Context: an optimization exercise on an open-source flow, tuned for small area and a short achievable clock period. The choices shown serve that exercise and are no tape-out recipe.
Function was not checked in any run shown here: the RTL went through the layout flow alone.
Power is estimated from default activity; no workload was simulated.

## flow/design.v (module list and top-level ports; edited modules follow where they fit)
// module pipe_mult: 7 lines
// module delay_line: 14 lines
// module barrett_cfg: 63 lines
// module barrett_reduce: 4498 lines
// module barrett_top: 47 lines
module barrett_top (
  input  logic        clk_i,
  input  logic        rst_ni,
  input  logic        cfg_we_i,
  input  logic [47:0] cfg_i,         
  input  logic        in_valid_i,
  input  logic [35:0] in_i,          
  output logic        out_valid_o,
  output logic [19:0] out_o          
);
  // ...
==> flow/flow/run.sh <==
#!/bin/bash
# The standard layout, with plain buf_1 cells (not clkdlybuf4s50_1) as the
# port buffers that ORFS inserts before global placement. make's full output
# goes to standard.log; each ORFS step also keeps its own log under orfs/logs.
set -euo pipefail
export BUFFER_PORTS_ARGS="-buffer_cell sky130_fd_sc_hd__buf_1"
bash standard.sh > standard.log 2>&1
==> flow/standard.sh <==
#!/bin/bash
# synth_recipe.tcl (not shown) runs the flow's synth.tcl, then flattens the netlist and writes it again
# the make line also repeats each setting of config.mk as NAME=value (left out here)
make -C /OpenROAD-flow-scripts/flow DESIGN_CONFIG=/design/flow/config.mk WORK_HOME=/design/flow/orfs CLKGATE_MAP_FILE= SYNTH_SCRIPT=/design/flow/synth_recipe.tcl "${@:-finish}"
==> flow/config.mk <==
export PLATFORM = sky130hd
export DESIGN_NAME = barrett_top
export DESIGN_NICKNAME = barrett_top
export VERILOG_FILES = /design/flow/design.v
export SDC_FILE = /design/flow/constraint.sdc
export NUM_CORES = 4
export LEC_CHECK = 0
export CAP_MARGIN = 20
export CORE_MARGIN = 2
export CORE_UTILIZATION = 65
export CTS_BUF_LIST = sky130_fd_sc_hd__clkbuf_8
export CTS_CLUSTER_DIAMETER = 45
export CTS_CLUSTER_SIZE = 20
export PLACE_DENSITY = 0.75
export SETUP_SLACK_MARGIN = 4.1
export SLEW_MARGIN = 20
==> flow/constraint.sdc <==
create_clock -name core_clock -period 7.0 [get_ports {clk_i}]
set_input_delay 1.4000 -clock core_clock [delete_from_list [all_inputs] [get_ports {clk_i}]]
set_output_delay 1.4000 -clock core_clock [all_outputs]
set_load 0.01 [all_outputs]
==> notes.md, run 1 <==
outcome no timing/DRC/antenna violations; Inverters excl. clock ~220; max incr delay on CP 0.49 ns; P_seq ~3200 µW; min-delay worst type flip-flop to flip-flop; PostCTS Resize Cnt 56; CP Depth 11; top-count cell post-synth dfxtp_1; EDFF count, synth 46; average size of a mapped cell about 11 µm²; sw frac between 40% and 50%; fin util between 70 and 80%; Top Metal Used met5; required time of the critical path 7.46 ns; worst hold start barrett_reduce_i.s2_xl_803_q; Final Non-Filler Cells approximately 2.4k; CP Class flip-flop to flip-flop; number of global-route vias before repair about 13k; IO Pins ~110; Storage cell area about 0.007 mm²; detailed placer's ending HPWL 32.3 mm; post-synthesis cell area ~0.019 mm²; tapcells inserted 390; Post-Synth Adder-Cell Area between 20% and 30%; clock skew between 0.02 and 0.03 ns; Remaining Overflow, GRT 0; commonest non-fill, non-tap cell in the layout dfxtp_1; Reg-to-Reg End barrett_reduce_i.r_o[13]; crit path launch type flip-flop; Worst setup EP type flip-flop; leakage a little over 0.009 µW; # hold bufs at CTS 0; crit path from barrett_cfg_i.q_o[8]; Final Slew Violations 0; I/O Buffers 94; finished layout cell area approximately 0.022 mm²; data arrival time of the critical path around 3.6 ns; number of remaining DRC errors 0; asr flop ratio synth approximately 1.9%; DR pass1 iterations 6
==> inputs of run 2 (changes only) <==
--- a/flow/config.mk
+++ b/flow/config.mk
@@ -9,8 +9,8 @@
 export CORE_MARGIN = 2
 export CORE_UTILIZATION = 65
 export CTS_BUF_LIST = sky130_fd_sc_hd__clkbuf_8
-export CTS_CLUSTER_DIAMETER = 45
-export CTS_CLUSTER_SIZE = 20
+export CTS_CLUSTER_DIAMETER = 40
+export CTS_CLUSTER_SIZE = 16
 export PLACE_DENSITY = 0.75
 export SETUP_SLACK_MARGIN = 4.1
 export SLEW_MARGIN = 20
==> notes.md, run 2 <==
outcome no timing/DRC/antenna violations (unchanged); unrepaired setup endpoints after global routing yes (unchanged); Tightest Pin Transition 0.799 ns (about the same); asr flop ratio synth 1.85% (unchanged); Netlist cell types 65 (unchanged); FMAX 317 MHz (was 319 MHz); crit path launch type flip-flop (unchanged); Longest Clk Path Bufs 3 (unchanged); cells along the critical path clkinv_4, ha_4, a21o_1, a221o_1, a211o_1, a41o_2, o311a_4, a211oi_4, buf_12, mux2_4, mux2i_1 (was inv_2, ha_1, and2_4, a221o_1, a211o_1, a41o_2, o311a_4, a211oi_4, buf_12, mux2_4, mux2i_1); total wire length 45.2 mm (was 45.5 mm); post-placement cell area 0.0200 mm² (unchanged); worst hold start barrett_reduce_i.s4_tag_1582_q (was barrett_reduce_i.s2_xl_803_q); max incr delay on CP 0.49 ns (about the same); most common flop cell mapped by yosys dfxtp_1 (unchanged); vias per inst 5.82 (was 5.85); Nets 2,274 (was 2,271); average size of a mapped cell 10.5 µm² (unchanged); drt wl/cell 19.1 µm (was 19.3 µm); Worst R2R Setup Slack 3.85 ns (was 3.87 ns); required time of the critical path 7.45 ns (was 7.46 ns); synth top area cells dfxtp_1 28%, fa_1 16%, xnor2_1 9.0%, edfxtp_1 7.1%, a22oi_1 6.6% (unchanged); Remaining Overflow, GRT 0 (unchanged); crit path from barrett_cfg_i.q_o[7] (was barrett_cfg_i.q_o[8]); leading registers by flop count barrett_cfg_i.q_o: 16 flops, barrett_reduce_i.r_o: 16 flops (unchanged); Rows 63 (unchanged); area delta synth->final 12.2% (was 11.8%); EDFF count, synth 46 (unchanged); cell area power density 564 mW/mm² (was 560 mW/mm²); clock skew 0.0290 ns (was 0.0279 ns); Final Slew Violations 0 (unchanged); Slowest cell on crit path edfxtp_1 (unchanged); layout filler cell count 2,106 (was 2,128); Max-Cap Viols 0 (unchanged); r2r startpoint barrett_cfg_i.q_o[7] (was barrett_cfg_i.q_o[8]); CP Class flip-flop to flip-flop (unchanged); Seq/Total Area, Yosys 35.8% (unchanged); Clock Latency Late Sink 0.56 ns (was 0.57 ns); Die ar. 0.0314 mm² (unchanged); Worst Hold Path EP barrett_reduce_i.s5_tag_1828_q (was barrett_reduce_i.s3_xl_1100_q); initial drt markers 1,272 (was 1,268); finished layout cell area 0.0219 mm² (was 0.0218 mm²); core area 0.0296 mm² (unchanged); # hold bufs at CTS 0 (unchanged); antenna violations before repair 3 (unchanged); CP max FO 7 (unchanged); FF-to-FF path depth 11 (unchanged); DR pass1 iterations 6 (unchanged); Root Buffer clkbuf_8 (unchanged); min-delay worst type flip-flop to flip-flop (unchanged); post-route ant nets 0 (unchanged); setup TNS 0 ns (unchanged); number of remaining DRC errors 0 (unchanged); endpoints failing setup 0 (unchanged); Die W 177 µm (unchanged); data arrival time of the critical path 3.61 ns (was 3.60 ns); Mapped Nets 2,187 (unchanged); commonest non-fill, non-tap cell in the layout dfxtp_1 (unchanged); Post-Syn Instances 1,850 (unchanged); area leader, netlist dfxtp_1 (unchanged); H-tree depth 2 (unchanged); Final Critical Period 3.15 ns (was 3.13 ns); Ys Warns 2 (unchanged); most frequent cells in the layout 252 x dfxtp_1, 208 x inv_1, 200 x xnor2_1, 170 x a22oi_1, 152 x fa_1 (was 253 x dfxtp_1, 209 x inv_1, 200 x xnor2_1, 170 x a22oi_1, 153 x fa_1); top cell type's share of synthesized area 28.0% (unchanged); Worst setup EP type flip-flop (unchanged); Post-synth top cells 272 x dfxtp_1, 216 x inv_1, 200 x xnor2_1, 171 x a22oi_1, 155 x fa_1 (unchanged); first-pass GRT wire length 71.1 mm (was 71.4 mm); CTS sink cnt 324 (unchanged); fin crit share 45.1% (was 44.8%); clock buffer count from CTS 42 (was 40); Hold Vio Cnt, Final 0 (unchanged); leakage 0.00930 µW (was 0.00924 µW); VDD IR max 0.321 mV (about the same); WHS Path Cells 0 (unchanged); IO Pins 109 (unchanged); number of global-route vias before repair 13.3k (about the same); detailed placer's ending HPWL 32.3 mm (unchanged); Worst slew margin 46.7% (about the same); largest net degree at the start of global routing 47 (unchanged); Worst-path clk slew 0.09 ns (was 0.10 ns); Initial Utilization 65.9% (unchanged); layout cell share with drive strength beyond 1 13.5% (was 12.9%); top-count cell post-synth dfxtp_1 (unchanged); I/O Buffers 94 (unchanged); Synth Register Bits 324 (unchanged); Total GRT Usage 29.1% (was 29.3%); CTS tree done (unchanged); via count 13.8k (about the same); post-synthesis cell area 0.0195 mm² (unchanged); Chip Height 177 µm (unchanged); Reg-to-Reg End barrett_reduce_i.r_o[13] (unchanged); Final GP Congestion 0.938 (unchanged)
## run 2: metrics by stage
step	total power (µW)	instances	setup WS, ns	hold slack [ns]	util [%]
detailed placement	9830	2230	2.76	0.312	67.7
global route	13500	2361	3.79	0.329	73.9
finish	12300	2363	3.85	0.329	73.9
global placement	9530	2230	2.82	0.311	67.7
CTS	11900	2336	3.85	0.327	72.7
floorplan	8130	1850	3.87	0.310	-
## run 2: cell type report
type                            instances  area (µm²)  share of cell area (%)
Tap cell                              390         488                    2.23
Clock buffer                           47         647                    2.96
Antenna cell                            2        5.00                  0.0229
Multi-Input combinational cell       1191       11600                    52.9
Timing Repair Buffer                  156         942                    4.31
Clock inverter                         31         337                    1.54
Sequential cell                       324        7000                    32.0
Inverter                              222         877                    4.01
## run 2: power breakdown
part	internal, µW	total, µW	switching, µW
Clock	784	1570	785
Sequential	2620	3200	577
Combinational	3610	7570	3960
Total	7010	12300	5330
## run 2: worst max-delay path, delay by kind of cell, from the launching register on
family / cells / cell delay [ns]
AOI/OAI and AO/OA: 6 / 1.58
DFF: 1 / 0.49
muxes: 2 / 0.46
buffers and inverters: 2 / 0.28
adders and majority gates: 1 / 0.24
## run 2: metal layers
metal  part of all wire (%)  global-route usage [%]  vias up  wire length [µm]
met5                  0.018                       0        -                 8
met4                    3.5                    10.2        2              1590
met3                    9.8                    6.87      100              4430
met2                     44                    44.4      632             20000
met1                     42                    40.9     6625             19200
li1                       -                       -     6393                 -
## run 2: what timing repair did
item	in CTS	in global routing
setup endpoints to repair	52	44
setup buffers	27	23
cloned	1	2
gates resized for setup	57	51
pin swaps	18	27
## run 2: logic make-up (layout without fill, tap and decap cells)
logic type,after synthesis,count (layout),share of synthesized area [%]
AOI/OAI and AO/OA,381,381,13.7
xor gates and xnor gates,281,281,12.6
adders and majority gates,249,249,22.0
buffers and inverters,335,456,6.52
DFF,324,324,35.8
muxes,57,57,3.69
other,0,2,0
and+or+nand+nor,223,223,5.66
## run 2: worst max-delay path by stage
stage	slack (ns)	to
after floorplan	3.87	barrett_reduce_i.r_o[10]
after global placement	2.82	barrett_reduce_i.r_o[8]
after detailed placement	2.76	barrett_reduce_i.r_o[13]
after CTS	3.85	barrett_reduce_i.r_o[13]
after global routing	3.79	barrett_reduce_i.r_o[13]
final	3.85	barrett_reduce_i.r_o[13]

[what the ideal ports hide]
The results above use ideal ports. As a check the final layouts listed here were re-extracted and re-timed, cells and wires unchanged. Step 1 sets driving cells, clkbuf_16 on the clock port and buf_2 on the other inputs (assumed; they add their load-dependent delay and slew). Step 2 also shifts input and output timing later by t, the mid clock arrival at the registers, as if the neighbouring blocks saw the same clock. Slacks: ideal ports / drivers / drivers and shift; pairs: ideal ports / drivers.
| run | t (ns) | setup WS [ns] | latest minus earliest clock arrival (ns) |
|---|---|---|---|
| run 1 | 0.603 | 3.867 / 3.867 / 3.867 | 0.028 / 0.028 |
| run 2 | 0.595 | 3.846 / 3.846 / 3.846 | 0.029 / 0.029 |
After both steps every run listed still meets setup and hold.
